What follows belongs to an exercise in optimizing a design on an open flow for small area, a short achievable clock period and few clock cycles per item; a production flow would make more cautious choices.
Only simulation tests tie the RTL to the original design; equivalence was not proved.

File: flow/run.sh
#!/bin/bash
# The standard layout (standard synthesis, floorplan, placement, CTS, routing) with the
# resizer's setup-repair target tightened: repair_timing aims for this much positive slack
# against the unchanged 12 ns constraint, so it sizes and buffers the critical paths.
# The SDC, clock period, I/O delays and every other setting stay the standard flow's.
set -uo pipefail
bash standard.sh SETUP_SLACK_MARGIN=8.5 finish > standard.log 2>&1
File: standard.sh
#!/bin/bash
# synth_recipe.tcl (not shown) runs the flow's synth.tcl, then flattens the netlist and writes it again
# the make line also repeats each setting of config.mk as NAME=value (left out here)
make -C /OpenROAD-flow-scripts/flow DESIGN_CONFIG=/design/flow/config.mk WORK_HOME=/design/flow/orfs CLKGATE_MAP_FILE= SYNTH_SCRIPT=/design/flow/synth_recipe.tcl "${@:-finish}"
File: constraint.sdc
create_clock -name core_clock -period 12.0 [get_ports {CLOCK_50_I}]
set_input_delay 2.4000 -clock core_clock [delete_from_list [all_inputs] [get_ports {CLOCK_50_I}]]
set_output_delay 2.4000 -clock core_clock [all_outputs]
set_load 0.01 [all_outputs]
File: design.v
package rgb_to_yuv_encoder_pkg;
  localparam logic [17:0] U_BASE_ADDRESS   = 18'd38400;
  localparam logic [17:0] V_BASE_ADDRESS   = 18'd57600;
  localparam logic [17:0] RGB_BASE_ADDRESS = 18'd146944;
endpackage
module y_calc_tree(input [7:0] r, input [7:0] g, input [7:0] b, output [19:0] ha, output [19:0] hb, output c);
  wire t1 = ~r[6] ^ ~r[4]; wire t2 = ~r[6] & ~r[4];
  wire t3 = ~r[7] ^ ~r[5]; wire t4 = ~r[7] & ~r[5];
  wire t5 = ~r[6] ^ r[4]; wire t6 = ~r[6] & r[4];
  wire t7 = ~r[7] ^ r[5]; wire t8 = ~r[7] & r[5];
  wire t9 = ~r[4] ^ ~r[2] ^ r[0]; wire t10 = (~r[4] & ~r[2]) | (~r[4] & r[0]) | (~r[2] & r[0]);
  wire t11 = ~r[5] ^ ~r[3] ^ r[1]; wire t12 = (~r[5] & ~r[3]) | (~r[5] & r[1]) | (~r[3] & r[1]);
  wire t13 = ~g[4] ^ g[2]; wire t14 = ~g[4] & g[2];
  wire t15 = t1 ^ r[2] ^ ~r[0]; wire t16 = (t1 & r[2]) | (t1 & ~r[0]) | (r[2] & ~r[0]);
  wire t17 = ~g[5] ^ g[3] ^ ~b[6]; wire t18 = (~g[5] & g[3]) | (~g[5] & ~b[6]) | (g[3] & ~b[6]);
  wire t19 = ~b[3] ^ b[1]; wire t20 = ~b[3] & b[1];
  wire t21 = t2 ^ t3 ^ r[3]; wire t22 = (t2 & t3) | (t2 & r[3]) | (t3 & r[3]);
  wire t23 = ~r[1] ^ ~g[6] ^ g[4]; wire t24 = (~r[1] & ~g[6]) | (~r[1] & g[4]) | (~g[6] & g[4]);
  wire t25 = ~b[7] ^ ~b[4] ^ b[2]; wire t26 = (~b[7] & ~b[4]) | (~b[7] & b[2]) | (~b[4] & b[2]);
  wire t27 = t4 ^ t5 ^ ~r[2]; wire t28 = (t4 & t5) | (t4 & ~r[2]) | (t5 & ~r[2]);
  wire t29 = ~g[7] ^ g[5] ^ g[0]; wire t30 = (~g[7] & g[5]) | (~g[7] & g[0]) | (g[5] & g[0]);
  wire t31 = ~b[5] ^ b[3] ^ b[0]; wire t32 = (~b[5] & b[3]) | (~b[5] & b[0]) | (b[3] & b[0]);
  wire t33 = t6 ^ t7 ^ ~r[3]; wire t34 = (t6 & t7) | (t6 & ~r[3]) | (t7 & ~r[3]);
  wire t35 = r[0] ^ g[6] ^ g[1]; wire t36 = (r[0] & g[6]) | (r[0] & g[1]) | (g[6] & g[1]);
  wire t37 = ~b[6] ^ b[4] ^ b[1]; wire t38 = (~b[6] & b[4]) | (~b[6] & b[1]) | (b[4] & b[1]);
  wire t39 = t8 ^ r[6] ^ ~r[4]; wire t40 = (t8 & r[6]) | (t8 & ~r[4]) | (r[6] & ~r[4]);
  wire t41 = r[1] ^ g[7] ^ g[2]; wire t42 = (r[1] & g[7]) | (r[1] & g[2]) | (g[7] & g[2]);
  wire t43 = ~b[7] ^ b[5] ^ b[2]; wire t44 = (~b[7] & b[5]) | (~b[7] & b[2]) | (b[5] & b[2]);
  wire t45 = r[7] ^ ~r[5] ^ r[2]; wire t46 = (r[7] & ~r[5]) | (r[7] & r[2]) | (~r[5] & r[2]);
  wire t47 = g[3] ^ b[6] ^ b[3]; wire t48 = (g[3] & b[6]) | (g[3] & b[3]) | (b[6] & b[3]);
  wire t49 = ~b[0] ^ 1'b1; wire t50 = ~b[0] & 1'b1;
  wire t51 = ~r[6] ^ r[3] ^ g[4]; wire t52 = (~r[6] & r[3]) | (~r[6] & g[4]) | (r[3] & g[4]);
  wire t53 = b[7] ^ b[4] ^ ~b[1]; wire t54 = (b[7] & b[4]) | (b[7] & ~b[1]) | (b[4] & ~b[1]);
  wire t55 = ~r[7] ^ r[4] ^ g[5]; wire t56 = (~r[7] & r[4]) | (~r[7] & g[5]) | (r[4] & g[5]);
  wire t57 = b[5] ^ ~b[2]; wire t58 = b[5] & ~b[2];
  wire t59 = r[5] ^ r[0] ^ g[6]; wire t60 = (r[5] & r[0]) | (r[5] & g[6]) | (r[0] & g[6]);
  wire t61 = r[6] ^ r[1] ^ g[7]; wire t62 = (r[6] & r[1]) | (r[6] & g[7]) | (r[1] & g[7]);
  wire t63 = ~r[3] ^ ~r[1] ^ ~g[2]; wire t64 = (~r[3] & ~r[1]) | (~r[3] & ~g[2]) | (~r[1] & ~g[2]);
  wire t65 = t9 ^ ~g[3] ^ g[1]; wire t66 = (t9 & ~g[3]) | (t9 & g[1]) | (~g[3] & g[1]);
  wire t67 = ~b[4] ^ ~b[1]; wire t68 = ~b[4] & ~b[1];
  wire t69 = t10 ^ t11 ^ t13; wire t70 = (t10 & t11) | (t10 & t13) | (t11 & t13);
  wire t71 = ~b[5] ^ ~b[2] ^ b[0]; wire t72 = (~b[5] & ~b[2]) | (~b[5] & b[0]) | (~b[2] & b[0]);
  wire t73 = t12 ^ t14 ^ t15; wire t74 = (t12 & t14) | (t12 & t15) | (t14 & t15);
  wire t75 = t17 ^ t19 ^ 1'b1; wire t76 = (t17 & t19) | (t17 & 1'b1) | (t19 & 1'b1);
  wire t77 = t16 ^ t18 ^ t20; wire t78 = (t16 & t18) | (t16 & t20) | (t18 & t20);
  wire t79 = t21 ^ t23 ^ t25; wire t80 = (t21 & t23) | (t21 & t25) | (t23 & t25);
  wire t81 = t22 ^ t24 ^ t26; wire t82 = (t22 & t24) | (t22 & t26) | (t24 & t26);
  wire t83 = t27 ^ t29 ^ t31; wire t84 = (t27 & t29) | (t27 & t31) | (t29 & t31);
  wire t85 = t28 ^ t30 ^ t32; wire t86 = (t28 & t30) | (t28 & t32) | (t30 & t32);
  wire t87 = t33 ^ t35 ^ t37; wire t88 = (t33 & t35) | (t33 & t37) | (t35 & t37);
  wire t89 = t34 ^ t36 ^ t38; wire t90 = (t34 & t36) | (t34 & t38) | (t36 & t38);
  wire t91 = t39 ^ t41 ^ t43; wire t92 = (t39 & t41) | (t39 & t43) | (t41 & t43);
  wire t93 = t40 ^ t42 ^ t44; wire t94 = (t40 & t42) | (t40 & t44) | (t42 & t44);
  wire t95 = t45 ^ t47 ^ t49; wire t96 = (t45 & t47) | (t45 & t49) | (t47 & t49);
  wire t97 = t46 ^ t48 ^ t50; wire t98 = (t46 & t48) | (t46 & t50) | (t48 & t50);
  wire t99 = t51 ^ t53 ^ 1'b1; wire t100 = (t51 & t53) | (t51 & 1'b1) | (t53 & 1'b1);
  wire t101 = t52 ^ t54 ^ t55; wire t102 = (t52 & t54) | (t52 & t55) | (t54 & t55);
  wire t103 = t57 ^ b[0] ^ 1'b1; wire t104 = (t57 & b[0]) | (t57 & 1'b1) | (b[0] & 1'b1);
  wire t105 = t56 ^ t58 ^ t59; wire t106 = (t56 & t58) | (t56 & t59) | (t58 & t59);
  wire t107 = b[6] ^ ~b[3] ^ b[1]; wire t108 = (b[6] & ~b[3]) | (b[6] & b[1]) | (~b[3] & b[1]);
  wire t109 = t60 ^ t61 ^ g[0]; wire t110 = (t60 & t61) | (t60 & g[0]) | (t61 & g[0]);
  wire t111 = b[7] ^ ~b[4] ^ b[2]; wire t112 = (b[7] & ~b[4]) | (b[7] & b[2]) | (~b[4] & b[2]);
  wire t113 = t62 ^ r[7] ^ r[2]; wire t114 = (t62 & r[7]) | (t62 & r[2]) | (r[7] & r[2]);
  wire t115 = g[1] ^ ~b[5] ^ b[3]; wire t116 = (g[1] & ~b[5]) | (g[1] & b[3]) | (~b[5] & b[3]);
  wire t117 = r[3] ^ g[2] ^ ~b[6]; wire t118 = (r[3] & g[2]) | (r[3] & ~b[6]) | (g[2] & ~b[6]);
  wire t119 = r[4] ^ g[3]; wire t120 = r[4] & g[3];
  wire t121 = r[5] ^ g[4]; wire t122 = r[5] & g[4];
  wire t123 = ~r[2] ^ ~r[0]; wire t124 = ~r[2] & ~r[0];
  wire t125 = t63 ^ g[0] ^ ~b[3]; wire t126 = (t63 & g[0]) | (t63 & ~b[3]) | (g[0] & ~b[3]);
  wire t127 = t64 ^ t65 ^ t67; wire t128 = (t64 & t65) | (t64 & t67) | (t65 & t67);
  wire t129 = t66 ^ t68 ^ t69; wire t130 = (t66 & t68) | (t66 & t69) | (t68 & t69);
  wire t131 = t70 ^ t72 ^ t73; wire t132 = (t70 & t72) | (t70 & t73) | (t72 & t73);
  wire t133 = t74 ^ t76 ^ t77; wire t134 = (t74 & t76) | (t74 & t77) | (t76 & t77);
  wire t135 = t78 ^ t80 ^ t81; wire t136 = (t78 & t80) | (t78 & t81) | (t80 & t81);
  wire t137 = t82 ^ t84 ^ t85; wire t138 = (t82 & t84) | (t82 & t85) | (t84 & t85);
  wire t139 = t86 ^ t88 ^ t89; wire t140 = (t86 & t88) | (t86 & t89) | (t88 & t89);
  wire t141 = t90 ^ t92 ^ t93; wire t142 = (t90 & t92) | (t90 & t93) | (t92 & t93);
  wire t143 = t94 ^ t96 ^ t97; wire t144 = (t94 & t96) | (t94 & t97) | (t96 & t97);
  wire t145 = t98 ^ t100 ^ t101; wire t146 = (t98 & t100) | (t98 & t101) | (t100 & t101);
  wire t147 = t102 ^ t104 ^ t105; wire t148 = (t102 & t104) | (t102 & t105) | (t104 & t105);
  wire t149 = t106 ^ t108 ^ t109; wire t150 = (t106 & t108) | (t106 & t109) | (t108 & t109);
  wire t151 = t110 ^ t112 ^ t113; wire t152 = (t110 & t112) | (t110 & t113) | (t112 & t113);
  wire t153 = t114 ^ t116 ^ t117; wire t154 = (t114 & t116) | (t114 & t117) | (t116 & t117);
  wire t155 = t118 ^ t119 ^ ~b[7]; wire t156 = (t118 & t119) | (t118 & ~b[7]) | (t119 & ~b[7]);
  wire t157 = t120 ^ t121 ^ b[6]; wire t158 = (t120 & t121) | (t120 & b[6]) | (t121 & b[6]);
  wire t159 = t122 ^ r[6] ^ g[5]; wire t160 = (t122 & r[6]) | (t122 & g[5]) | (r[6] & g[5]);
  wire t161 = ~r[1] ^ ~g[0]; wire t162 = ~r[1] & ~g[0];
  wire t163 = t123 ^ ~g[1] ^ ~b[2]; wire t164 = (t123 & ~g[1]) | (t123 & ~b[2]) | (~g[1] & ~b[2]);
  wire t165 = t124 ^ t125 ^ ~b[0]; wire t166 = (t124 & t125) | (t124 & ~b[0]) | (t125 & ~b[0]);
  wire t167 = t126 ^ t127 ^ 1'b1; wire t168 = (t126 & t127) | (t126 & 1'b1) | (t127 & 1'b1);
  wire t169 = t128 ^ t129 ^ t71; wire t170 = (t128 & t129) | (t128 & t71) | (t129 & t71);
  wire t171 = t130 ^ t131 ^ t75; wire t172 = (t130 & t131) | (t130 & t75) | (t131 & t75);
  wire t173 = t132 ^ t133 ^ t79; wire t174 = (t132 & t133) | (t132 & t79) | (t133 & t79);
  wire t175 = t134 ^ t135 ^ t83; wire t176 = (t134 & t135) | (t134 & t83) | (t135 & t83);
  wire t177 = t136 ^ t137 ^ t87; wire t178 = (t136 & t137) | (t136 & t87) | (t137 & t87);
  wire t179 = t138 ^ t139 ^ t91; wire t180 = (t138 & t139) | (t138 & t91) | (t139 & t91);
  wire t181 = t140 ^ t141 ^ t95; wire t182 = (t140 & t141) | (t140 & t95) | (t141 & t95);
  wire t183 = t142 ^ t143 ^ t99; wire t184 = (t142 & t143) | (t142 & t99) | (t143 & t99);
  wire t185 = t144 ^ t145 ^ t103; wire t186 = (t144 & t145) | (t144 & t103) | (t145 & t103);
  wire t187 = t146 ^ t147 ^ t107; wire t188 = (t146 & t147) | (t146 & t107) | (t147 & t107);
  wire t189 = t148 ^ t149 ^ t111; wire t190 = (t148 & t149) | (t148 & t111) | (t149 & t111);
  wire t191 = t150 ^ t151 ^ t115; wire t192 = (t150 & t151) | (t150 & t115) | (t151 & t115);
  wire t193 = t152 ^ t153 ^ b[4]; wire t194 = (t152 & t153) | (t152 & b[4]) | (t153 & b[4]);
  wire t195 = t154 ^ t155 ^ b[5]; wire t196 = (t154 & t155) | (t154 & b[5]) | (t155 & b[5]);
  wire t197 = t156 ^ t157 ^ 1'b1; wire t198 = (t156 & t157) | (t156 & 1'b1) | (t157 & 1'b1);
  wire t199 = t158 ^ t159 ^ b[7]; wire t200 = (t158 & t159) | (t158 & b[7]) | (t159 & b[7]);
  wire t201 = t160 ^ r[7] ^ g[6]; wire t202 = (t160 & r[7]) | (t160 & g[6]) | (r[7] & g[6]);
  wire [23:0] ra = {1'b0, t202, t200, t198, t196, t194, t192, t190, t188, t186, t184, t182, t180, t178, t176, t174, t172, t170, t168, t166, t164, t162, t161, ~r[0]};
  wire [23:0] rb = {1'b0, g[7], t201, t199, t197, t195, t193, t191, t189, t187, t185, t183, t181, t179, t177, t175, t173, t171, t169, t167, t165, t163, ~b[1], ~b[0]};
  wire [4:0] low = {1'b0, ra[3:0]} + {1'b0, rb[3:0]};
  assign c = low[4];
  assign ha = ra[23:4];
  assign hb = rb[23:4];
endmodule
module y_calc_add(input [19:0] ha, input [19:0] hb, input c, output [7:0] o);
  wire [13:0] low = {1'b0, ha[11:0], c} + {1'b0, hb[11:0], c};
  wire [8:0] high = {ha[19:12], low[13]} + {hb[19:12], low[13]};
  assign o = high[8:1];
endmodule
module uv_calc_tree(input [9:0] x, input [9:0] y, input [9:0] w, input m, output [16:0] ha, output [16:0] hb, output c);
  wire t1 = x[4] ^ ~x[0]; wire t2 = x[4] & ~x[0];
  wire t3 = x[5] ^ ~x[1] ^ y[3]; wire t4 = (x[5] & ~x[1]) | (x[5] & y[3]) | (~x[1] & y[3]);
  wire t5 = x[6] ^ ~x[2] ^ x[0]; wire t6 = (x[6] & ~x[2]) | (x[6] & x[0]) | (~x[2] & x[0]);
  wire t7 = y[4] ^ ~w[7]; wire t8 = y[4] & ~w[7];
  wire t9 = x[7] ^ ~x[3] ^ x[1]; wire t10 = (x[7] & ~x[3]) | (x[7] & x[1]) | (~x[3] & x[1]);
  wire t11 = y[5] ^ ~w[8]; wire t12 = y[5] & ~w[8];
  wire t13 = x[8] ^ ~x[4] ^ x[2]; wire t14 = (x[8] & ~x[4]) | (x[8] & x[2]) | (~x[4] & x[2]);
  wire t15 = y[6] ^ w[9] ^ ~w[7]; wire t16 = (y[6] & w[9]) | (y[6] & ~w[7]) | (w[9] & ~w[7]);
  wire t17 = ~w[4] ^ w[0]; wire t18 = ~w[4] & w[0];
  wire t19 = ~x[9] ^ ~x[5] ^ x[3]; wire t20 = (~x[9] & ~x[5]) | (~x[9] & x[3]) | (~x[5] & x[3]);
  wire t21 = y[7] ^ ~y[0] ^ ~w[8]; wire t22 = (y[7] & ~y[0]) | (y[7] & ~w[8]) | (~y[0] & ~w[8]);
  wire t23 = ~w[5] ^ w[1] ^ ~m; wire t24 = (~w[5] & w[1]) | (~w[5] & ~m) | (w[1] & ~m);
  wire t25 = ~x[6] ^ x[4] ^ y[8]; wire t26 = (~x[6] & x[4]) | (~x[6] & y[8]) | (x[4] & y[8]);
  wire t27 = ~y[1] ^ w[9] ^ ~w[6]; wire t28 = (~y[1] & w[9]) | (~y[1] & ~w[6]) | (w[9] & ~w[6]);
  wire t29 = w[2] ^ w[0]; wire t30 = w[2] & w[0];
  wire t31 = ~x[7] ^ x[5] ^ ~x[0]; wire t32 = (~x[7] & x[5]) | (~x[7] & ~x[0]) | (x[5] & ~x[0]);
  wire t33 = ~y[9] ^ ~y[2] ^ ~w[7]; wire t34 = (~y[9] & ~y[2]) | (~y[9] & ~w[7]) | (~y[2] & ~w[7]);
  wire t35 = w[3] ^ w[1] ^ ~m; wire t36 = (w[3] & w[1]) | (w[3] & ~m) | (w[1] & ~m);
  wire t37 = ~x[8] ^ x[6] ^ ~x[1]; wire t38 = (~x[8] & x[6]) | (~x[8] & ~x[1]) | (x[6] & ~x[1]);
  wire t39 = ~y[3] ^ y[0] ^ ~w[8]; wire t40 = (~y[3] & y[0]) | (~y[3] & ~w[8]) | (y[0] & ~w[8]);
  wire t41 = w[4] ^ w[2] ^ ~m; wire t42 = (w[4] & w[2]) | (w[4] & ~m) | (w[2] & ~m);
  wire t43 = x[9] ^ x[7] ^ ~x[2]; wire t44 = (x[9] & x[7]) | (x[9] & ~x[2]) | (x[7] & ~x[2]);
  wire t45 = ~y[4] ^ y[1] ^ w[9]; wire t46 = (~y[4] & y[1]) | (~y[4] & w[9]) | (y[1] & w[9]);
  wire t47 = w[5] ^ w[3] ^ ~m; wire t48 = (w[5] & w[3]) | (w[5] & ~m) | (w[3] & ~m);
  wire t49 = x[8] ^ ~x[3] ^ x[0]; wire t50 = (x[8] & ~x[3]) | (x[8] & x[0]) | (~x[3] & x[0]);
  wire t51 = ~y[5] ^ y[2] ^ w[6]; wire t52 = (~y[5] & y[2]) | (~y[5] & w[6]) | (y[2] & w[6]);
  wire t53 = ~x[9] ^ ~x[4] ^ x[1]; wire t54 = (~x[9] & ~x[4]) | (~x[9] & x[1]) | (~x[4] & x[1]);
  wire t55 = ~y[6] ^ y[3] ^ w[7]; wire t56 = (~y[6] & y[3]) | (~y[6] & w[7]) | (y[3] & w[7]);
  wire t57 = ~x[5] ^ x[2] ^ ~y[7]; wire t58 = (~x[5] & x[2]) | (~x[5] & ~y[7]) | (x[2] & ~y[7]);
  wire t59 = y[4] ^ w[8]; wire t60 = y[4] & w[8];
  wire t61 = ~x[6] ^ x[3] ^ ~y[8]; wire t62 = (~x[6] & x[3]) | (~x[6] & ~y[8]) | (x[3] & ~y[8]);
  wire t63 = y[5] ^ ~w[9]; wire t64 = y[5] & ~w[9];
  wire t65 = ~x[7] ^ x[4]; wire t66 = ~x[7] & x[4];
  wire t67 = x[2] ^ y[0]; wire t68 = x[2] & y[0];
  wire t69 = x[3] ^ y[1]; wire t70 = x[3] & y[1];
  wire t71 = t1 ^ y[2] ^ ~w[5]; wire t72 = (t1 & y[2]) | (t1 & ~w[5]) | (y[2] & ~w[5]);
  wire t73 = ~w[3] ^ ~w[0]; wire t74 = ~w[3] & ~w[0];
  wire t75 = t2 ^ t3 ^ ~w[6]; wire t76 = (t2 & t3) | (t2 & ~w[6]) | (t3 & ~w[6]);
  wire t77 = ~w[4] ^ ~w[1] ^ ~m; wire t78 = (~w[4] & ~w[1]) | (~w[4] & ~m) | (~w[1] & ~m);
  wire t79 = t4 ^ t5 ^ t7; wire t80 = (t4 & t5) | (t4 & t7) | (t5 & t7);
  wire t81 = ~w[5] ^ ~w[2] ^ m; wire t82 = (~w[5] & ~w[2]) | (~w[5] & m) | (~w[2] & m);
  wire t83 = t6 ^ t8 ^ t9; wire t84 = (t6 & t8) | (t6 & t9) | (t8 & t9);
  wire t85 = t11 ^ ~w[6] ^ ~w[3]; wire t86 = (t11 & ~w[6]) | (t11 & ~w[3]) | (~w[6] & ~w[3]);
  wire t87 = t10 ^ t12 ^ t13; wire t88 = (t10 & t12) | (t10 & t13) | (t12 & t13);
  wire t89 = t15 ^ t17 ^ 1'b1; wire t90 = (t15 & t17) | (t15 & 1'b1) | (t17 & 1'b1);
  wire t91 = t14 ^ t16 ^ t18; wire t92 = (t14 & t16) | (t14 & t18) | (t16 & t18);
  wire t93 = t19 ^ t21 ^ t23; wire t94 = (t19 & t21) | (t19 & t23) | (t21 & t23);
  wire t95 = t20 ^ t22 ^ t24; wire t96 = (t20 & t22) | (t20 & t24) | (t22 & t24);
  wire t97 = t25 ^ t27 ^ t29; wire t98 = (t25 & t27) | (t25 & t29) | (t27 & t29);
  wire t99 = t26 ^ t28 ^ t30; wire t100 = (t26 & t28) | (t26 & t30) | (t28 & t30);
  wire t101 = t31 ^ t33 ^ t35; wire t102 = (t31 & t33) | (t31 & t35) | (t33 & t35);
  wire t103 = t32 ^ t34 ^ t36; wire t104 = (t32 & t34) | (t32 & t36) | (t34 & t36);
  wire t105 = t37 ^ t39 ^ t41; wire t106 = (t37 & t39) | (t37 & t41) | (t39 & t41);
  wire t107 = t38 ^ t40 ^ t42; wire t108 = (t38 & t40) | (t38 & t42) | (t40 & t42);
  wire t109 = t43 ^ t45 ^ t47; wire t110 = (t43 & t45) | (t43 & t47) | (t45 & t47);
  wire t111 = t44 ^ t46 ^ t48; wire t112 = (t44 & t46) | (t44 & t48) | (t46 & t48);
  wire t113 = t49 ^ t51 ^ w[4]; wire t114 = (t49 & t51) | (t49 & w[4]) | (t51 & w[4]);
  wire t115 = t50 ^ t52 ^ t53; wire t116 = (t50 & t52) | (t50 & t53) | (t52 & t53);
  wire t117 = t55 ^ w[5] ^ ~m; wire t118 = (t55 & w[5]) | (t55 & ~m) | (w[5] & ~m);
  wire t119 = t54 ^ t56 ^ t57; wire t120 = (t54 & t56) | (t54 & t57) | (t56 & t57);
  wire t121 = t59 ^ w[6] ^ ~m; wire t122 = (t59 & w[6]) | (t59 & ~m) | (w[6] & ~m);
  wire t123 = t58 ^ t60 ^ t61; wire t124 = (t58 & t60) | (t58 & t61) | (t60 & t61);
  wire t125 = t63 ^ w[7] ^ m; wire t126 = (t63 & w[7]) | (t63 & m) | (w[7] & m);
  wire t127 = t62 ^ t64 ^ t65; wire t128 = (t62 & t64) | (t62 & t65) | (t64 & t65);
  wire t129 = y[9] ^ y[6] ^ w[8]; wire t130 = (y[9] & y[6]) | (y[9] & w[8]) | (y[6] & w[8]);
  wire t131 = t66 ^ ~x[8] ^ x[5]; wire t132 = (t66 & ~x[8]) | (t66 & x[5]) | (~x[8] & x[5]);
  wire t133 = y[7] ^ ~w[9]; wire t134 = y[7] & ~w[9];
  wire t135 = x[9] ^ x[6]; wire t136 = x[9] & x[6];
  wire t137 = x[1] ^ ~w[2]; wire t138 = x[1] & ~w[2];
  wire t139 = t67 ^ ~w[3] ^ ~w[1]; wire t140 = (t67 & ~w[3]) | (t67 & ~w[1]) | (~w[3] & ~w[1]);
  wire t141 = t68 ^ t69 ^ ~w[4]; wire t142 = (t68 & t69) | (t68 & ~w[4]) | (t69 & ~w[4]);
  wire t143 = t70 ^ t71 ^ t73; wire t144 = (t70 & t71) | (t70 & t73) | (t71 & t73);
  wire t145 = t72 ^ t74 ^ t75; wire t146 = (t72 & t74) | (t72 & t75) | (t74 & t75);
  wire t147 = t76 ^ t78 ^ t79; wire t148 = (t76 & t78) | (t76 & t79) | (t78 & t79);
  wire t149 = t80 ^ t82 ^ t83; wire t150 = (t80 & t82) | (t80 & t83) | (t82 & t83);
  wire t151 = t84 ^ t86 ^ t87; wire t152 = (t84 & t86) | (t84 & t87) | (t86 & t87);
  wire t153 = t88 ^ t90 ^ t91; wire t154 = (t88 & t90) | (t88 & t91) | (t90 & t91);
  wire t155 = t92 ^ t94 ^ t95; wire t156 = (t92 & t94) | (t92 & t95) | (t94 & t95);
  wire t157 = t96 ^ t98 ^ t99; wire t158 = (t96 & t98) | (t96 & t99) | (t98 & t99);
  wire t159 = t100 ^ t102 ^ t103; wire t160 = (t100 & t102) | (t100 & t103) | (t102 & t103);
  wire t161 = t104 ^ t106 ^ t107; wire t162 = (t104 & t106) | (t104 & t107) | (t106 & t107);
  wire t163 = t108 ^ t110 ^ t111; wire t164 = (t108 & t110) | (t108 & t111) | (t110 & t111);
  wire t165 = t112 ^ t114 ^ t115; wire t166 = (t112 & t114) | (t112 & t115) | (t114 & t115);
  wire t167 = t116 ^ t118 ^ t119; wire t168 = (t116 & t118) | (t116 & t119) | (t118 & t119);
  wire t169 = t120 ^ t122 ^ t123; wire t170 = (t120 & t122) | (t120 & t123) | (t122 & t123);
  wire t171 = t124 ^ t126 ^ t127; wire t172 = (t124 & t126) | (t124 & t127) | (t126 & t127);
  wire t173 = t128 ^ t130 ^ t131; wire t174 = (t128 & t130) | (t128 & t131) | (t130 & t131);
  wire t175 = t132 ^ t134 ^ t135; wire t176 = (t132 & t134) | (t132 & t135) | (t134 & t135);
  wire t177 = t136 ^ x[7]; wire t178 = t136 & x[7];
  wire t179 = x[0] ^ ~w[1]; wire t180 = x[0] & ~w[1];
  wire t181 = t137 ^ ~w[0] ^ 1'b1; wire t182 = (t137 & ~w[0]) | (t137 & 1'b1) | (~w[0] & 1'b1);
  wire t183 = t138 ^ t139 ^ m; wire t184 = (t138 & t139) | (t138 & m) | (t139 & m);
  wire t185 = t140 ^ t141 ^ ~w[2]; wire t186 = (t140 & t141) | (t140 & ~w[2]) | (t141 & ~w[2]);
  wire t187 = t142 ^ t143 ^ m; wire t188 = (t142 & t143) | (t142 & m) | (t143 & m);
  wire t189 = t144 ^ t145 ^ t77; wire t190 = (t144 & t145) | (t144 & t77) | (t145 & t77);
  wire t191 = t146 ^ t147 ^ t81; wire t192 = (t146 & t147) | (t146 & t81) | (t147 & t81);
  wire t193 = t148 ^ t149 ^ t85; wire t194 = (t148 & t149) | (t148 & t85) | (t149 & t85);
  wire t195 = t150 ^ t151 ^ t89; wire t196 = (t150 & t151) | (t150 & t89) | (t151 & t89);
  wire t197 = t152 ^ t153 ^ t93; wire t198 = (t152 & t153) | (t152 & t93) | (t153 & t93);
  wire t199 = t154 ^ t155 ^ t97; wire t200 = (t154 & t155) | (t154 & t97) | (t155 & t97);
  wire t201 = t156 ^ t157 ^ t101; wire t202 = (t156 & t157) | (t156 & t101) | (t157 & t101);
  wire t203 = t158 ^ t159 ^ t105; wire t204 = (t158 & t159) | (t158 & t105) | (t159 & t105);
  wire t205 = t160 ^ t161 ^ t109; wire t206 = (t160 & t161) | (t160 & t109) | (t161 & t109);
  wire t207 = t162 ^ t163 ^ t113; wire t208 = (t162 & t163) | (t162 & t113) | (t163 & t113);
  wire t209 = t164 ^ t165 ^ t117; wire t210 = (t164 & t165) | (t164 & t117) | (t165 & t117);
  wire t211 = t166 ^ t167 ^ t121; wire t212 = (t166 & t167) | (t166 & t121) | (t167 & t121);
  wire t213 = t168 ^ t169 ^ t125; wire t214 = (t168 & t169) | (t168 & t125) | (t169 & t125);
  wire t215 = t170 ^ t171 ^ t129; wire t216 = (t170 & t171) | (t170 & t129) | (t171 & t129);
  wire t217 = t172 ^ t173 ^ t133; wire t218 = (t172 & t173) | (t172 & t133) | (t173 & t133);
  wire t219 = t174 ^ t175 ^ y[8]; wire t220 = (t174 & t175) | (t174 & y[8]) | (t175 & y[8]);
  wire t221 = t176 ^ t177 ^ ~y[9]; wire t222 = (t176 & t177) | (t176 & ~y[9]) | (t177 & ~y[9]);
  wire t223 = t178 ^ x[8] ^ 1'b1; wire t224 = (t178 & x[8]) | (t178 & 1'b1) | (x[8] & 1'b1);
  wire t225 = ~x[9] ^ 1'b1; wire t226 = ~x[9] & 1'b1;
  wire [24:0] ra = {t224, t222, t220, t218, t216, t214, t212, t210, t208, t206, t204, t202, t200, t198, t196, t194, t192, t190, t188, t186, t184, t182, t180, t179, ~w[0]};
  wire [24:0] rb = {t225, t223, t221, t219, t217, t215, t213, t211, t209, t207, t205, t203, t201, t199, t197, t195, t193, t191, t189, t187, t185, t183, t181, m, 1'b1};
  wire [8:0] low = {1'b0, ra[7:0]} + {1'b0, rb[7:0]};
  assign c = low[8];
  assign ha = ra[24:8];
  assign hb = rb[24:8];
endmodule
module uv_calc_add(input [16:0] ha, input [16:0] hb, input c, output [7:0] o);
  wire [10:0] low = {1'b0, ha[8:0], c} + {1'b0, hb[8:0], c};
  wire [8:0] high = {ha[16:9], low[10]} + {hb[16:9], low[10]};
  assign o = high[8:1];
endmodule
import rgb_to_yuv_encoder_pkg::*;
module rgb_to_yuv_encoder
#(
  parameter int NUM_GROUPS = 19200
) (
  input  logic        CLOCK_50_I,
  input  logic        reset,
  input  logic        enable,
  input  logic [15:0] SRAM_read_data,
  output logic [17:0] SRAM_address,
  output logic [15:0] SRAM_write_data,
  output logic        SRAM_we_n,
  output logic        done
);
  localparam logic [14:0] LAST_GROUP = 15'(NUM_GROUPS - 1);
  logic        run_q;         
  logic        done_q;
  logic        we_n_q;
  logic        wr_ok_q;       
  logic [3:0]  slot_q;
  logic [17:0] rp_q;          
  logic [14:0] wg_q;          
  logic [17:0] addr_q;
  logic [15:0] din_q, d1_q, d2_q;     
  logic        first_q;               
  logic [19:0] ya_q, yb_q;            
  logic        yc_q;
  logic        swap_q;                
  logic [9:0]  cx_q, cy_q;            
  logic        cm_q;                  
  logic [16:0] ua_q, ub_q;            
  logic        uc_q;
  logic [7:0]  hu_q, hv_q;            
  logic [15:0] wd_q;                  
  logic [7:0]  pr, pg, pb;
  logic [19:0] ya, yb;
  logic        yc;
  logic [7:0]  y_new;
  assign pr = first_q ? d1_q[15:8]  : d1_q[7:0];
  assign pg = first_q ? d1_q[7:0]   : din_q[15:8];
  assign pb = first_q ? din_q[15:8] : din_q[7:0];
  y_calc_tree u_yt (.r(pr), .g(pg), .b(pb), .ha(ya), .hb(yb), .c(yc));
  y_calc_add  u_ya (.ha(ya_q), .hb(yb_q), .c(yc_q), .o(y_new));
  logic [8:0]  rs, gs, bs;
  logic [9:0]  f1, f2;
  logic [16:0] ua, ub;
  logic        uc;
  logic [7:0]  uv_new;
  assign rs = {1'b0, d2_q[15:8]} + {1'b0, d1_q[7:0]};
  assign gs = {1'b0, d2_q[7:0]}  + {1'b0, din_q[15:8]};
  assign bs = {1'b0, d1_q[15:8]} + {1'b0, din_q[7:0]};
  assign f1 = {1'b0, bs} - {1'b0, gs};
  assign f2 = {1'b0, gs} - {1'b0, rs};
  uv_calc_tree u_uvt (.x(cx_q), .y(cy_q), .w(cy_q ^ {10{cm_q}}), .m(cm_q), .ha(ua), .hb(ub), .c(uc));
  uv_calc_add  u_uva (.ha(ua_q), .hb(ub_q), .c(uc_q), .o(uv_new));
  logic [17:0] u_addr, v_addr;
  logic        rd_next;       
  logic        last_write;
  assign u_addr = U_BASE_ADDRESS + {3'd0, wg_q};
  assign v_addr = V_BASE_ADDRESS + {3'd0, wg_q};
  assign rd_next = (slot_q == 4'd9) || (slot_q == 4'd0) || (slot_q == 4'd1) ||
                   (slot_q == 4'd5) || (slot_q == 4'd6) || (slot_q == 4'd7);
  assign last_write = (slot_q == 4'd5) && (wg_q == LAST_GROUP);
  always_ff @(posedge CLOCK_50_I) begin
    din_q <= SRAM_read_data;
    d1_q  <= din_q;
    d2_q  <= d1_q;
    first_q <= (slot_q == 4'd3) || (slot_q == 4'd9);
    ya_q    <= ya;
    yb_q    <= yb;
    yc_q    <= yc;
    swap_q <= (slot_q == 4'd5) || (slot_q == 4'd1);
    if (swap_q) begin
      cx_q <= ~cy_q; cy_q <= ~cx_q; cm_q <= 1'b1;
    end else begin
      cx_q <= f1;    cy_q <= f2;    cm_q <= 1'b0;
    end
    ua_q <= ua;
    ub_q <= ub;
    uc_q <= uc;
    if (slot_q == 4'd7) hu_q <= uv_new;
    if (slot_q == 4'd8) hv_q <= uv_new;
    case (slot_q)
      4'd5, 4'd1: wd_q[15:8] <= y_new;
      4'd3:       wd_q[15:8] <= hu_q;
      4'd4:       wd_q[15:8] <= hv_q;
      default: ;
    endcase
    case (slot_q)
      4'd6, 4'd2: wd_q[7:0] <= y_new;
      4'd3, 4'd4: wd_q[7:0] <= uv_new;
      default: ;
    endcase
    if (run_q) begin
      slot_q  <= (slot_q == 4'd9) ? 4'd0 : slot_q + 4'd1;
      wr_ok_q <= wr_ok_q | (slot_q == 4'd9);
      wg_q    <= wg_q + {14'd0, slot_q == 4'd5};
      rp_q    <= rp_q + {17'd0, rd_next};
      case (slot_q)
        4'd8:    addr_q <= {2'd0, wg_q, 1'b0};
        4'd2:    addr_q <= {2'd0, wg_q, 1'b1};
        4'd3:    addr_q <= u_addr;
        4'd4:    addr_q <= v_addr;
        default: addr_q <= rp_q;
      endcase
    end else begin
      slot_q  <= 4'd0;
      wr_ok_q <= 1'b0;
      wg_q    <= '1;
      rp_q    <= RGB_BASE_ADDRESS + 18'd1;
      addr_q  <= RGB_BASE_ADDRESS;
    end
    if (reset) begin
      run_q  <= 1'b0;
      done_q <= 1'b0;
      we_n_q <= 1'b1;
    end else if (!run_q) begin
      we_n_q <= 1'b1;
      if (done_q) done_q <= enable;
      else        run_q  <= enable;
    end else begin
      case (slot_q)
        4'd8:             we_n_q <= 1'b0;
        4'd2, 4'd3, 4'd4: we_n_q <= ~wr_ok_q;
        default:          we_n_q <= 1'b1;
      endcase
      if (last_write) begin
        run_q  <= 1'b0;
        done_q <= 1'b1;
      end
    end
  end
  assign SRAM_address    = addr_q;
  assign SRAM_write_data = wd_q;
  assign SRAM_we_n       = we_n_q;
  assign done            = done_q;
endmodule
File: config.mk
export PLATFORM = sky130hd
export DESIGN_NAME = rgb_to_yuv_encoder
export DESIGN_NICKNAME = rgb_to_yuv_encoder
export VERILOG_FILES = /design/flow/design.v
export SDC_FILE = /design/flow/constraint.sdc
export NUM_CORES = 4
export LEC_CHECK = 0
export CAP_MARGIN = 20
export CORE_MARGIN = 2
export CORE_UTILIZATION = 32
export CTS_CLUSTER_DIAMETER = 120
export CTS_CLUSTER_SIZE = 24
export SLEW_MARGIN = 20
==> impl_metrics.yaml, run 1 <==
yosys:
  synth_enable_flop_cells: 32
  synth_top_area_share_pct: 26.80
  netlist_instances: 1451
  syn_avg_cell_area_um2: 10.50
  muxShareOfSynthArea_pct: 2.151
  yosys_register_bits: 236
  synth-simple-area-share_pct: 7.743
  ys_seq_area_share_pct: 33.11
  yosys.area.top_type: "dfxtp_1"
  ys_async_sr_fraction_pct: 0
  synth_ff_type: "dfxtp_1"
  synth.distinct_cells: 76
  synth_compound_area_share_pct: 9.845
  synth_area_leaders: "dfxtp_1 27%, fa_1 24%, ha_1 9.9%"
  yosysWarnings: 1
  syn_area_mm2: 0.01524
  synthAdderAreaFrac_pct: 34.37
  synth_top_family_by_area: "adder cells"
  synth_xor_area_share_pct: 3.966
route:
  routed_wl_mm: 32.55
  vias: 9655
  wl_per_cell_um: 15.38
  ant_nets: 0
  dr.pass1.iters: 5
  drc: 0
  drt-initial-drc-count: 557
  vias_per_cell: 4.561
cells_and_area:
  fin_nets: 1829
  drive_gt1_share_pct: 8.411
  final_cell_mix: "311 x inv_1, 197 x dfxtp_1, 184 x fa_1"
  antennaDiodeCount: 0
  fin_util_pct: 36.61
  synthToLayoutAreaGrowth_pct: 12.32
  final_common_cell: "inv_1"
  fillers: 4660
sta:
  grt_setup_unrepaired: "true"
  fin_crit_ns: 3.466
  fin_ws_ns: 8.534
  skew_ns: 0.02210
  hold_viol_final: 0
  slew_viol_final: 0
  setup-tns-final_ns: 0
  fmax_mhz: 288.5
  tightestPinTransition_ns: 1.047
  relSlewSlack_pct: 30.14
  fin_crit_sh_pct: 28.89
  setup_violations: 0
clock_tree:
  clk_latency_ns: 0.49
  cts_buffers: 14
  htree_levels: 1
  cts.clk_slew.worst_paths_ns: 0.10
  cts_hold_buf: 0
  cts_root_buffer: "clkbuf_16"
  clock-sinks: 236
  tritoncts: "done"
  clock_path_buffers: 3
global_route:
  grtUsageTotal_pct: 13.30
  grt_pass1_wl_mm: 53.11
  antenna_found_initial: 1
  overflow: 0
  grt_max_degree: 36
  first_global_vias: 10080
place:
  dpl_worst_slack_ns: 7.954
  io_buffers: 54
  hpwl_mm: 26.08
  gp_congestion: 0.9167
die:
  fp-row-count: 79
  start_util_pct: 32.59
  die_w_um: 222.2
  die-area_mm2: 0.04938
  io_pins: 55
  die_y_um: 222.2
  core_area_mm2: 0.04675
critical_path:
  worstPathArrival_ns: 1.07
  crit_path_max_fanout: 1
  start_kind: "flip-flop"
  critPathTopFamily: "flip-flops"
  path_cells: "clkdlybuf4s15_2"
  critical_path_class: "reg -> out"
  crit_required_ns: 9.60
  end_kind: "output pin"
  slowest_delay_ns: 0.35
  crit_slowest_cell: "dfxtp_2"
  cp_num_buf_inv: 1
min_path:
  hp-class: "reg -> reg"
run:
  cap_violations: 0
outcome:
  status: "finished clean"
-- registers in the layout, summed over array words and instances (netlist names), 10 cells and up --
name / count
yb_q: 19
rp_q: 18
cx_q: 10
d1_q: 16
wg_q: 15
ua_q: 17
cy_q: 10
wd_q: 16
ya_q: 19
d2_q: 16
addr_q: 18
din_q: 16
ub_q: 17
-- cells by family after synthesis --
| kind of cell | Yosys count |
|---|---|
| simple gates | 227 |
| compound gates | 228 |
| xor+xnor | 69 |
| mux | 32 |
| buf+inv | 352 |
| fa+ha+maj | 307 |
| flops | 236 |
-- final cells by class --
cell class	count	area [um^2]	share of cell area, %
clock inverters	2	25.02	0.1462
inverters	314	1179	6.886
repair buffers	74	611.8	3.575
well taps	607	759.5	4.437
clock buffers	21	417.9	2.442
flip-flops and latches	236	5056	29.54
multi-input cells	863	9066	52.97
-- per-layer routing --
metal	GRT usage, %	vias to the layer above	wire, um
met5	0	-	0
met4	2.267	0	370
met3	1.957	19	1156
met2	21.70	149	14620
met1	18.96	4744	16400
li1	-	4743	-
-- worst paths after layout --
check / from / endpoint / slack, ns / cells past startpoint
worst min-delay path: din_q[8] / d1_q[8] / 0.37 / 0
worst max-delay path: addr_q[0] / SRAM_address[0] / 8.53 / 1
worst min register to register: din_q[8] / d1_q[8] / 0.37 / 0
worst max register to register: cx_q[0] / uc_q / 8.59 / 12
-- cells in the mapped netlist, drive strengths merged, types with 6 or more instances --
cell type  instances
a21o              21
ha               121
edfxtp            32
a21boi            14
nor3b              6
a21oi             61
nor3              11
clkbuf            22
dfxtp            204
a211oi             7
o31ai              6
nand3             22
o21ai             45
o21a              10
fa               186
xor2              29
buf               16
xnor2             40
nor2b             10
inv              314
a31oi              7
nand2             73
nand4             12
nor2              40
o211ai             8
and3               6
a22oi             16
nand2b             8
or3                8
mux2i             26
mux2               6
and2              11
-- repair_timing --
action                                  CTS  global route
gates resized for setup                 117            46
endpoints found under the setup margin   81            49
gates cloned                              0             1
pin swaps                                 3            11
buffers inserted                          2             9
endpoints found under the hold margin     0             0
-- metrics by stage --
step	instances	cell area [um^2]	hold WS, ns
finish	2117	17120	0.3744
CTS	2107	16920	0.3806
detailed placement	2082	16450	0.3656
global route	2117	17120	0.3802
global placement	2082	16450	0.3606
floorplan	1451	15260	0.3308
Testbench counts, summed over its fixed seeds: cycles 1,536,068, frames 8.
==> inputs of run 2 (changes only) <==
--- a/config.mk
+++ b/config.mk
@@ -8,6 +8,7 @@
 export CAP_MARGIN = 20
 export CORE_MARGIN = 2
-export CORE_UTILIZATION = 32
+export CORE_UTILIZATION = 40
 export CTS_CLUSTER_DIAMETER = 120
 export CTS_CLUSTER_SIZE = 24
+export GPL_TIMING_DRIVEN = 0
 export SLEW_MARGIN = 20
==> impl_metrics.yaml, run 2 <==
route:
  routed_wl_mm: 33.61
  vias_per_cell: 4.823
  ant_nets: 0
  dr.pass1.iters: 4
  drt-initial-drc-count: 459
  wl_per_cell_um: 16.34
  drc: 0
  vias: 9920
place:
  placed_cells: 2016
  hpwl_mm: 26.74
  gp_congestion: 0.9250
  dpl_cell_area_mm2: 0.01644
  io_buffers: 54
global_route:
  first_global_vias: 10620
  antenna_found_initial: 0
  overflow: 0
  grtUsageTotal_pct: 17.68
  grt_pass1_wl_mm: 54.85
  grt_max_degree: 26
cells_and_area:
  synthToLayoutAreaGrowth_pct: 14.02
  antennaDiodeCount: 0
  final_common_cell: "inv_1"
  drive_gt1_share_pct: 10.35
  stdcell_count: 2057
  fillers: 3499
  design_area_mm2: 0.01737
  reg_top3: "ya_q (19), yb_q (19)"
  final_cell_mix: "306 x inv_1, 193 x dfxtp_1, 184 x fa_1"
  fin_nets: 1868
die:
  die_w_um: 199.2
  io_pins: 55
  start_util_pct: 40.55
  fp-row-count: 71
  die-area_mm2: 0.03967
  core_area_mm2: 0.03758
  die_y_um: 199.2
yosys:
  yosysWarnings: 1
  synth_top_area_share_pct: 26.80
  yosys-top-cells-count: "314 x inv_1, 204 x dfxtp_1, 186 x fa_1, 121 x ha_1, 72 x nand2_1"
  syn_avg_cell_area_um2: 10.50
  netlist_instances: 1451
  yosys.area.top_type: "dfxtp_1"
  synth_area_leaders: "dfxtp_1 27%, fa_1 24%, ha_1 9.9%"
  syn_area_mm2: 0.01524
  synth_enable_flop_cells: 32
  synth.distinct_cells: 76
  yosys_register_bits: 236
  ys_seq_area_share_pct: 33.11
  ys_async_sr_fraction_pct: 0
  synth_ff_type: "dfxtp_1"
  yosys.cell_count.top_type: "inv_1"
min_path:
  hp-class: "reg -> reg"
  hold-path-cell-count: 0
  hp-start: "din_q[5]"
critical_path:
  path_cells: "dlygate4sd2_1"
  startpoint: "addr_q[13]"
  r2r_start: "first_q"
  rr_worst_depth: 11
  cp_num_buf_inv: 1
  crit_path_max_fanout: 1
  crit_cells: 1
  critPathTopFamily: "flip-flops"
  crit_required_ns: 9.60
  crit_slowest_cell: "dfxtp_1"
  critical_path_class: "reg -> out"
  slowest_delay_ns: 0.30
  end_kind: "output pin"
  worstPathArrival_ns: 1.06
  start_kind: "flip-flop"
clock_tree:
  tritoncts: "done"
  htree_levels: 1
  cts_hold_buf: 0
  cts_buffers: 14
  cts.clk_slew.worst_paths_ns: 0.09
  clock_path_buffers: 3
  cts_root_buffer: "clkbuf_16"
  clk_latency_ns: 0.49
  clock-sinks: 236
sta:
  grt_setup_unrepaired: "true"
  fin_crit_sh_pct: 28.85
  fmax_mhz: 288.8
  hold_viol_final: 0
  slew_viol_final: 0
  relSlewSlack_pct: 43.57
  setup_violations: 0
  fin_crit_ns: 3.462
  tightestPinTransition_ns: 0.8409
  setup-tns-final_ns: 0
  skew_ns: 0.01463
run:
  cap_violations: 0
outcome:
  status: "finished clean"
run 2: cells by family (layout without fill, tap and decap cells):
kind of cell               Yosys count  count (layout)  share of synthesized area [%]
AOI/OAI and AO/OA                  228             228                          9.845
DFF                                236             236                          33.11
buffers and inverters              352             447                          8.818
xor gates and xnor gates            69              69                          3.966
muxes                               32              32                          2.151
and+or+nand+nor                    227             227                          7.743
adders and majority gates          307             307                          34.37
run 2: worst reg2reg max path, stage by stage (launching register included):
cell	delay [ns]
dfxtp_2	0.37
buf_6	0.17
buf_12	0.17
mux2i_4	0.34
buf_4	0.18
ha_1	0.13
inv_1	0.05
fa_1	0.46
fa_1	0.46
fa_1	0.53
inv_1	0.06
fa_1	0.44
run 2: routing by layer:
| metal | up-vias | routed length [um] | GRT usage [%] | share of wire, % |
|---|---|---|---|---|
| met1 | 4865 | 15800 | 23.80 | 47 |
| li1 | 4824 | - | - | - |
| met5 | - | 0 | 0 | 0 |
| met3 | 48 | 1092 | 1.806 | 3.2 |
| met4 | 0 | 851 | 5.141 | 2.5 |
| met2 | 183 | 15870 | 30.20 | 47 |
run 2: what timing repair did:
action	in CTS	in global routing
gates cloned	0	1
setup endpoints to repair	73	49
resized for setup	138	70
buffers inserted	9	11
pin swaps	1	14
run 2: final timing paths:
check / slack (ns) / to
setup / recovery: 8.54 / SRAM_address[13]
hold / removal: 0.36 / d1_q[5]
setup reg to reg: 8.55 / yb_q[7]
hold reg to reg: 0.36 / d1_q[5]
run 2: metrics by stage:
stage | hold slack (ns) | worst slack, ns | utilization, %
CTS | 0.3683 | 8.500 | 45.40
global route | 0.3805 | 8.361 | 46.24
floorplan | 0.3308 | 8.504 | -
detailed placement | 0.3499 | 7.898 | 43.76
finish | 0.3650 | 8.538 | 46.24
global placement | 0.3472 | 7.817 | 43.75
run 2: area by class of cell:
class | count | area [um^2] | area share (%)
Inverter | 314 | 1181 | 6.798
Timing Repair Buffer | 75 | 626.9 | 3.608
Sequential cell | 236 | 5066 | 29.16
Clock buffer | 16 | 379.1 | 2.182
Buffer | 38 | 225.2 | 1.296
Clock inverter | 4 | 35.03 | 0.2016
Multi-Input combinational cell | 863 | 9221 | 53.07
Tap cell | 511 | 639.4 | 3.680
==> inputs of run 3 (changes only) <==
--- a/config.mk
+++ b/config.mk
@@ -11,4 +11,4 @@
 export CTS_CLUSTER_DIAMETER = 120
 export CTS_CLUSTER_SIZE = 24
-export GPL_TIMING_DRIVEN = 0
+export GPL_ROUTABILITY_DRIVEN = 0
 export SLEW_MARGIN = 20
==> impl_metrics.yaml, run 3 <==
outcome:
  status: "finished clean"
critical_path:
  rr_worst_depth: 12
  crit_required_ns: 9.60
  start_kind: "flip-flop"
  path_cells: "clkdlybuf4s15_1"
  worstPathArrival_ns: 1.06
  crit_cells: 1
  end_kind: "output pin"
  crit_slowest_cell: "dfxtp_1"
  slowest_delay_ns: 0.33
  critical_path_class: "reg -> out"
  cp_num_buf_inv: 1
  crit_path_max_fanout: 1
  critPathTopFamily: "flip-flops"
sta:
  grt_setup_unrepaired: "true"
  fmax_mhz: 289.4
  hold_viol_final: 0
  fin_crit_sh_pct: 28.79
  skew_ns: 0.02096
  tightestPinTransition_ns: 0.9476
  fin_crit_ns: 3.455
  slew_viol_final: 0
  relSlewSlack_pct: 36.79
  setup_violations: 0
  setup-tns-final_ns: 0
route:
  drt-initial-drc-count: 510
  routed_wl_mm: 32.12
  vias_per_cell: 4.851
  drc: 0
  vias: 9770
  ant_nets: 0
  wl_per_cell_um: 15.95
  dr.pass1.iters: 5
yosys:
  synth_area_leaders: "dfxtp_1 27%, fa_1 24%, ha_1 9.9%"
  netlist_instances: 1451
  syn_area_mm2: 0.01524
  syn_avg_cell_area_um2: 10.50
  yosys_register_bits: 236
  ys_async_sr_fraction_pct: 0
  synth_enable_flop_cells: 32
  ys_seq_area_share_pct: 33.11
  yosys.cell_count.top_type: "inv_1"
  yosysWarnings: 1
  yosys-top-cells-count: "314 x inv_1, 204 x dfxtp_1, 186 x fa_1, 121 x ha_1, 72 x nand2_1"
  synth_top_area_share_pct: 26.80
  synth.distinct_cells: 76
  synth_ff_type: "dfxtp_1"
  yosys.area.top_type: "dfxtp_1"
clock_tree:
  clock_path_buffers: 3
  cts_buffers: 14
  tritoncts: "done"
  htree_levels: 1
  cts.clk_slew.worst_paths_ns: 0.10
  cts_root_buffer: "clkbuf_16"
  clk_latency_ns: 0.50
  clock-sinks: 236
cells_and_area:
  drive_gt1_share_pct: 8.583
  regArea_mm2: 0.005061
  synthToLayoutAreaGrowth_pct: 11.27
  antennaDiodeCount: 0
  stdcell_count: 2014
  fin_nets: 1824
  final_common_cell: "inv_1"
  fillers: 3531
  reg_top3: "ya_q (19), yb_q (19)"
  final_cell_mix: "312 x inv_1, 193 x dfxtp_1, 185 x fa_1"
  multi_input_area_mm2: 0.009072
global_route:
  overflow: 0
  antenna_found_initial: 0
  grtUsageTotal_pct: 16.99
  first_global_vias: 10200
  grt_max_degree: 62
  grt_pass1_wl_mm: 53.10
die:
  die-area_mm2: 0.03967
  die_y_um: 199.2
  io_pins: 55
  start_util_pct: 40.55
  die_w_um: 199.2
  core_area_mm2: 0.03758
  fp-row-count: 71
place:
  placed_cells: 1986
  io_buffers: 54
  hpwl_mm: 25.49
min_path:
  hold-path-cell-count: 0
  hp-class: "reg -> reg"
run:
  cap_violations: 0
## run 3: area by class of cell
class                   instances  area share, %
repair buffers                 69          3.446
clock inverters                 4         0.2140
well taps                     511          3.771
multi-input cells             863          53.51
clock buffers                  17          2.258
inverters                     314          6.952
flip-flops and latches        236          29.85
## run 3: final timing paths
kind,from,endpoint,slack (ns)
max,addr_q[9],SRAM_address[9],8.54
min,din_q[5],d1_q[5],0.36
max reg2reg,din_q[8],cx_q[8],8.62
min reg2reg,din_q[5],d1_q[5],0.36
## run 3: per-layer routing
metal | wire length, um | track usage, % | vias up | part of all wire (%)
met4 | 755 | 4.174 | 0 | 2.4
met2 | 14840 | 28.52 | 210 | 46
met3 | 1380 | 2.228 | 43 | 4.3
met1 | 15140 | 23.27 | 4793 | 47
li1 | - | - | 4724 | -
met5 | 0 | 0 | - | 0
## run 3: through the flow
stage / util (%) / hold WS, ns / area (um^2) / setup WS (ns)
global route: 45.12 / 0.3761 / 16960 / 8.426
floorplan: - / 0.3308 / 15260 / 8.504
detailed placement: 43.46 / 0.3400 / 16330 / 8.258
finish: 45.12 / 0.3563 / 16960 / 8.545
global placement: 43.46 / 0.3371 / 16330 / 8.342
CTS: 44.58 / 0.3572 / 16750 / 8.374
## run 3: cell families (layout without fill, tap and decap cells)
group	Yosys count	count (layout)	synth area share, %
simple gates	227	227	7.743
flops	236	236	33.11
buf+inv	352	404	8.818
fa+ha+maj	307	307	34.37
compound gates	228	228	9.845
mux	32	32	2.151
xor+xnor	69	69	3.966
## run 3: timing repair
action                     4_1_cts  5_1_grt
cloned                           0        2
resized for setup              108       65
hold buffers                     0        0
buffers inserted                 2        3
setup endpoints to repair       64       54
pin swaps                        3       10
==> inputs of run 4 (changes only) <==
--- a/config.mk
+++ b/config.mk
@@ -11,4 +11,4 @@
 export CTS_CLUSTER_DIAMETER = 120
 export CTS_CLUSTER_SIZE = 24
-export GPL_ROUTABILITY_DRIVEN = 0
 export SLEW_MARGIN = 20
+export SYNTH_HIERARCHICAL = 1
==> impl_metrics.yaml, run 4 <==
cells_and_area:
  fillers: 3789
  fin_nets: 1858
  drive_gt1_share_pct: 9.882
  antennaDiodeCount: 0
  reg_top3: "ya_q (20), yb_q (20)"
  multi_input_area_mm2: 0.009178
  final_common_cell: "inv_1"
  final_cell_mix: "323 x inv_1, 194 x fa_1, 192 x dfxtp_1"
  synthToLayoutAreaGrowth_pct: 7.733
  regArea_mm2: 0.005120
route:
  wl_per_cell_um: 15.91
  routed_wl_mm: 32.66
  dr.pass1.iters: 5
  vias: 9795
  drc: 0
  ant_nets: 0
  vias_per_cell: 4.771
  drt-initial-drc-count: 538
clock_tree:
  clock_path_buffers: 3
  clock-sinks: 238
  cts_hold_buf: 0
  cts.clk_slew.worst_paths_ns: 0.09
  tritoncts: "done"
  cts_buffers: 14
  clk_latency_ns: 0.50
  cts_root_buffer: "clkbuf_16"
  htree_levels: 1
yosys:
  syn_area_mm2: 0.01597
  synth_ff_type: "dfxtp_1"
  ys_async_sr_fraction_pct: 0
  synth.distinct_cells: 77
  yosysWarnings: 7
  yosys.area.top_type: "dfxtp_1"
  synth_top_area_share_pct: 25.82
  netlist_instances: 1534
  yosys-top-cells-count: "329 x inv_1, 206 x dfxtp_1, 195 x fa_1, 121 x ha_1, 101 x nand2_1"
  syn_avg_cell_area_um2: 10.41
  synth_area_leaders: "dfxtp_1 26%, fa_1 24%, ha_1 9.5%"
  synth_enable_flop_cells: 32
  ys_seq_area_share_pct: 31.84
  yosys.cell_count.top_type: "inv_1"
  yosys_register_bits: 238
critical_path:
  crit_slowest_cell: "dfxtp_2"
  cp_num_buf_inv: 1
  critical_path_class: "reg -> out"
  slowest_delay_ns: 0.35
  crit_cells: 1
  crit_path_max_fanout: 3
  crit_required_ns: 9.60
  worstPathArrival_ns: 1.06
  r2r_setup_slack_ns: 8.55
  startpoint: "done_q"
  r2r_start: "din_q[8]"
  end_kind: "output pin"
  path_cells: "clkdlybuf4s15_2"
  rr_endpoint: "cy_q[8]"
  start_kind: "flip-flop"
  critPathTopFamily: "flip-flops"
  rr_worst_depth: 15
global_route:
  overflow: 0
  antenna_found_initial: 0
  grt_pass1_wl_mm: 53.85
  first_global_vias: 10270
  grt_max_degree: 60
  grtUsageTotal_pct: 16.46
run:
  cap_violations: 0
die:
  start_util_pct: 40.38
  core_area_mm2: 0.03955
  die_y_um: 203.8
  die_w_um: 203.8
  fp-row-count: 73
  io_pins: 55
  die-area_mm2: 0.04154
sta:
  slew_viol_final: 0
  fin_ws_ns: 8.542
  setup_violations: 0
  fin_crit_sh_pct: 28.82
  fin_crit_ns: 3.458
  setup-tns-final_ns: 0
  hold_viol_final: 0
  grt_setup_unrepaired: "true"
  skew_ns: 0.01162
  relSlewSlack_pct: 42.51
  tightestPinTransition_ns: 0.8624
  fmax_mhz: 289.2
place:
  dpl_worst_slack_ns: 7.932
  gp_congestion: 0.8522
  hpwl_mm: 26.35
  io_buffers: 54
outcome:
  status: "finished clean"
min_path:
  hp-start: "d1_q[0]"
  min_to: "d2_q[0]"
  hold-path-cell-count: 0
  hp-class: "reg -> reg"
-- run 4: cell count changes after synthesis, moves of 6 or more --
cell and delta:
buf_4 +74, o21ai_0 -11, inv_1 +15, or3_1 -7
nand2_1 +29, mux2_2 +14, a21oi_1 -15, o211ai_1 -6
a21o_1 -7, and2_1 +10, mux2i_1 -15, fa_1 +9
-- run 4: routing by layer --
metal	vias to the layer above	GRT usage [%]	share of wire (%)
met3	38	2.173	4.6
li1	4729	-	-
met1	4831	22.70	47
met4	0	3.597	2.0
met2	197	27.65	47
met5	-	0	0
-- run 4: Yosys stat by module, one instance, submodules excluded --
module | cells inside | copies in the design
y_calc_tree | 282 | 1
uv_calc_add | 78 | 1
y_calc_add | 76 | 1
rgb_to_yuv_encoder | 796 | 1
uv_calc_tree | 302 | 1
-- run 4: kinds of logic (layout without fill, tap and decap cells) --
logic type | after synthesis | in the layout | share of synthesized area, %
fa+ha+maj | 316 | 316 | 33.93
mux | 31 | 31 | 2.100
buf+inv | 432 | 425 | 12.00
other cells | 1 | 2 | 0.02348
flops | 238 | 238 | 31.84
compound gates | 187 | 187 | 8.117
simple gates | 263 | 263 | 8.368
xor+xnor | 66 | 66 | 3.620
-- run 4: layout make-up --
type | count | share of cell area, %
Clock inverter | 3 | 0.2182
Tap cell | 525 | 3.818
Timing Repair Buffer | 75 | 3.396
Sequential cell | 238 | 29.76
Inverter | 329 | 7.215
Multi-Input combinational cell | 865 | 53.35
Clock buffer | 18 | 2.247
-- run 4: worst max-delay path by stage --
stage | to | slack, ns
final | done | 8.54
after detailed placement | yb_q[4] | 7.93
after floorplan | uc_q | 8.47
after global routing | cy_q[8] | 8.39
after global placement | yb_q[4] | 8.00
after CTS | SRAM_we_n | 8.50
-- run 4: what timing repair did --
| action | CTS | global route |
|---|---|---|
| pin swaps | 6 | 13 |
| setup buffers | 9 | 10 |
| gates resized for setup | 127 | 41 |
| setup endpoints to repair | 71 | 30 |
-- run 4: per-stage QoR --
| stage | cells | hold WS, ns | util (%) | cell area [um^2] |
|---|---|---|---|---|
| after floorplan | 1535 | 0.3308 | - | 16020 |
| after global placement | 2013 | 0.3460 | 41.80 | 16530 |
| after detailed placement | 2013 | 0.3628 | 41.80 | 16530 |
| after CTS | 2043 | 0.3814 | 43.08 | 17040 |
| after global routing | 2053 | 0.3954 | 43.50 | 17200 |
| final | 2053 | 0.3796 | 43.50 | 17200 |
==> inputs of run 5 (changes only) <==
--- a/config.mk
+++ b/config.mk
@@ -9,6 +9,5 @@
 export CORE_MARGIN = 2
 export CORE_UTILIZATION = 40
-export CTS_CLUSTER_DIAMETER = 120
-export CTS_CLUSTER_SIZE = 24
+export CTS_CLUSTER_DIAMETER = 90
+export CTS_CLUSTER_SIZE = 18
 export SLEW_MARGIN = 20
-export SYNTH_HIERARCHICAL = 1
==> impl_metrics.yaml, run 5 <==
yosys:
  synth_area_leaders: "dfxtp_1 27%, fa_1 24%, ha_1 9.9%"
  yosysWarnings: 1
  yosys.area.top_type: "dfxtp_1"
  synth_enable_flop_cells: 32
  syn_avg_cell_area_um2: 10.50
  synth.distinct_cells: 76
  yosys_register_bits: 236
  yosys.cell_count.top_type: "inv_1"
  synth_ff_type: "dfxtp_1"
  synth_top_area_share_pct: 26.80
  yosys-top-cells-count: "314 x inv_1, 204 x dfxtp_1, 186 x fa_1, 121 x ha_1, 72 x nand2_1"
  syn_area_mm2: 0.01524
  netlist_instances: 1451
  ys_async_sr_fraction_pct: 0
  ys_seq_area_share_pct: 33.11
sta:
  grt_setup_unrepaired: "true"
  slew_viol_final: 0
  skew_ns: 0.02633
  setup_violations: 0
  fmax_mhz: 289.4
  holdWs_ns: 0.3546
  setup-tns-final_ns: 0
  relSlewSlack_pct: 34.31
  fin_crit_ns: 3.456
  fin_crit_sh_pct: 28.80
  tightestPinTransition_ns: 0.9840
  hold_viol_final: 0
route:
  drc: 0
  wl_per_cell_um: 16.04
  routed_wl_mm: 32.31
  drt-initial-drc-count: 584
  ant_nets: 0
  vias: 9704
  dr.pass1.iters: 5
  vias_per_cell: 4.818
critical_path:
  end_kind: "output pin"
  start_kind: "flip-flop"
  rr_endpoint: "cy_q[8]"
  r2r_start: "din_q[8]"
  critical_path_class: "reg -> out"
  r2r_setup_slack_ns: 8.62
  rr_worst_depth: 14
  worstPathArrival_ns: 1.06
  crit_slowest_cell: "edfxtp_1"
  slowest_delay_ns: 0.41
  path_cells: "clkbuf_2"
  critPathTopFamily: "flip-flops"
  crit_path_max_fanout: 1
  cp_num_buf_inv: 1
  crit_required_ns: 9.60
clock_tree:
  clock-sinks: 236
  clock_path_buffers: 3
  cts_root_buffer: "clkbuf_16"
  htree_levels: 1
  cts_hold_buf: 0
  cts_buffers: 17
  tritoncts: "done"
  cts.clk_slew.worst_paths_ns: 0.08
  clk_latency_ns: 0.50
global_route:
  grtUsageMet2_pct: 28.73
  overflow: 0
  met1_usage_pct: 23.89
  grt_pass1_wl_mm: 53.50
  first_global_vias: 10250
  met3_usage_pct: 1.806
  antenna_found_initial: 0
  grtUsageTotal_pct: 17.12
  busiest_layer: "met2"
  grt_max_degree: 34
die:
  die-area_mm2: 0.03967
  die_w_um: 199.2
  start_util_pct: 40.55
  die_y_um: 199.2
  io_pins: 55
  fp-row-count: 71
  core_area_mm2: 0.03758
cells_and_area:
  fin_nets: 1822
  reg_top3: "ya_q (19), yb_q (19)"
  final_cell_mix: "312 x inv_1, 195 x dfxtp_1, 184 x fa_1"
  antennaDiodeCount: 0
  fin_util_pct: 45.09
  final_common_cell: "inv_1"
  synthToLayoutAreaGrowth_pct: 11.19
  drive_gt1_share_pct: 7.851
run:
  cap_violations: 0
place:
  io_buffers: 54
  gp_congestion: 0.9324
  hpwl_mm: 26.17
min_path:
  hp-class: "reg -> reg"
  hp-start: "din_q[5]"
  min_to: "d1_q[5]"
  hold-path-cell-count: 0
outcome:
  status: "finished clean"
==> run 5: kinds of logic after synthesis <==
| group | after synthesis | share of synthesized area [%] |
|---|---|---|
| AND/OR/NAND/NOR | 227 | 7.743 |
| buffers and inverters | 352 | 8.818 |
| flip-flops | 236 | 33.11 |
| AO/OA/AOI/OAI | 228 | 9.845 |
| multiplexers | 32 | 2.151 |
| adder cells (fa/ha/maj) | 307 | 34.37 |
| XOR/XNOR | 69 | 3.966 |
==> run 5: layout make-up <==
cell class / instances / area, um^2
multi-input combinational: 863 / 9036
clock inverter: 3 / 25.02
clock buffer: 23 / 457.9
fill: 3504 / 20630
timing repair buffer: 64 / 548.0
sequential: 236 / 5059
tap: 511 / 639.4
inverter: 314 / 1179
==> run 5: layer usage <==
metal | wire length, um | vias to the layer above
met4 | 580 | 0
met5 | 0 | -
met1 | 15290 | 4782
met3 | 1140 | 33
li1 | - | 4727
met2 | 15300 | 162
==> run 5: repair_timing <==
action / 4_1_cts / 5_1_grt
gates resized for setup: 111 / 52
cloned: 0 / 1
setup endpoints to repair: 63 / 47
setup buffers: 1 / 1
pin swaps: 2 / 3
==> run 5: stage by stage <==
stage          setup WS, ns  std cells  instance area [um^2]
4_1_cts               8.338       2012                 16800
5_1_grt               8.411       2014                 16940
6_report              8.544       2014                 16940
3_3_place_gp          8.420       1985                 16320
2_1_floorplan         8.504       1451                 15260
3_5_place_dp          8.305       1985                 16320
==> run 5: how the worst max path moves through the flow <==
stage / cells after the start / from / to
2_1_floorplan: 10 / first_q / yb_q[4]
3_3_place_gp: 9 / first_q / yb_q[4]
3_5_place_dp: 10 / first_q / yb_q[6]
4_1_cts: 1 / wd_q[10] / SRAM_write_data[10]
5_1_grt: 14 / din_q[8] / cy_q[8]
6_report: 1 / wd_q[10] / SRAM_write_data[10]

port drivers added, routing unchanged:
Ports are ideal in the flow. The routed layouts listed here were re-timed in OpenROAD. Step 1: set_driving_cell puts a clkbuf_16 on CLOCK_50_I and a buf_2 on each other input, an assumption about the parent block. Step 2 times the ports against the registers' clock, not the clock port: input delays grow and output delays shrink by t, the midpoint of the rising clock arrivals with the driver on. Three values: ideal, step 1, step 2; two values: the first two.
run	shift t [ns]	setup WS [ns]	cell pins on the clock port's net
run 1	0.540	8.534 / 8.480 / 8.476	1
run 2	0.534	8.538 / 8.489 / 8.400	1
run 3	0.538	8.545 / 8.493 / 8.515	1
run 4	0.544	8.542 / 8.491 / 8.472	1
run 5	0.542	8.544 / 8.493 / 8.496	1
After both steps setup and hold are still met in every run listed. For run 2, which loses most, drivers alone change the setup slack by -0.049 ns; drivers and shift together by -0.138 ns.
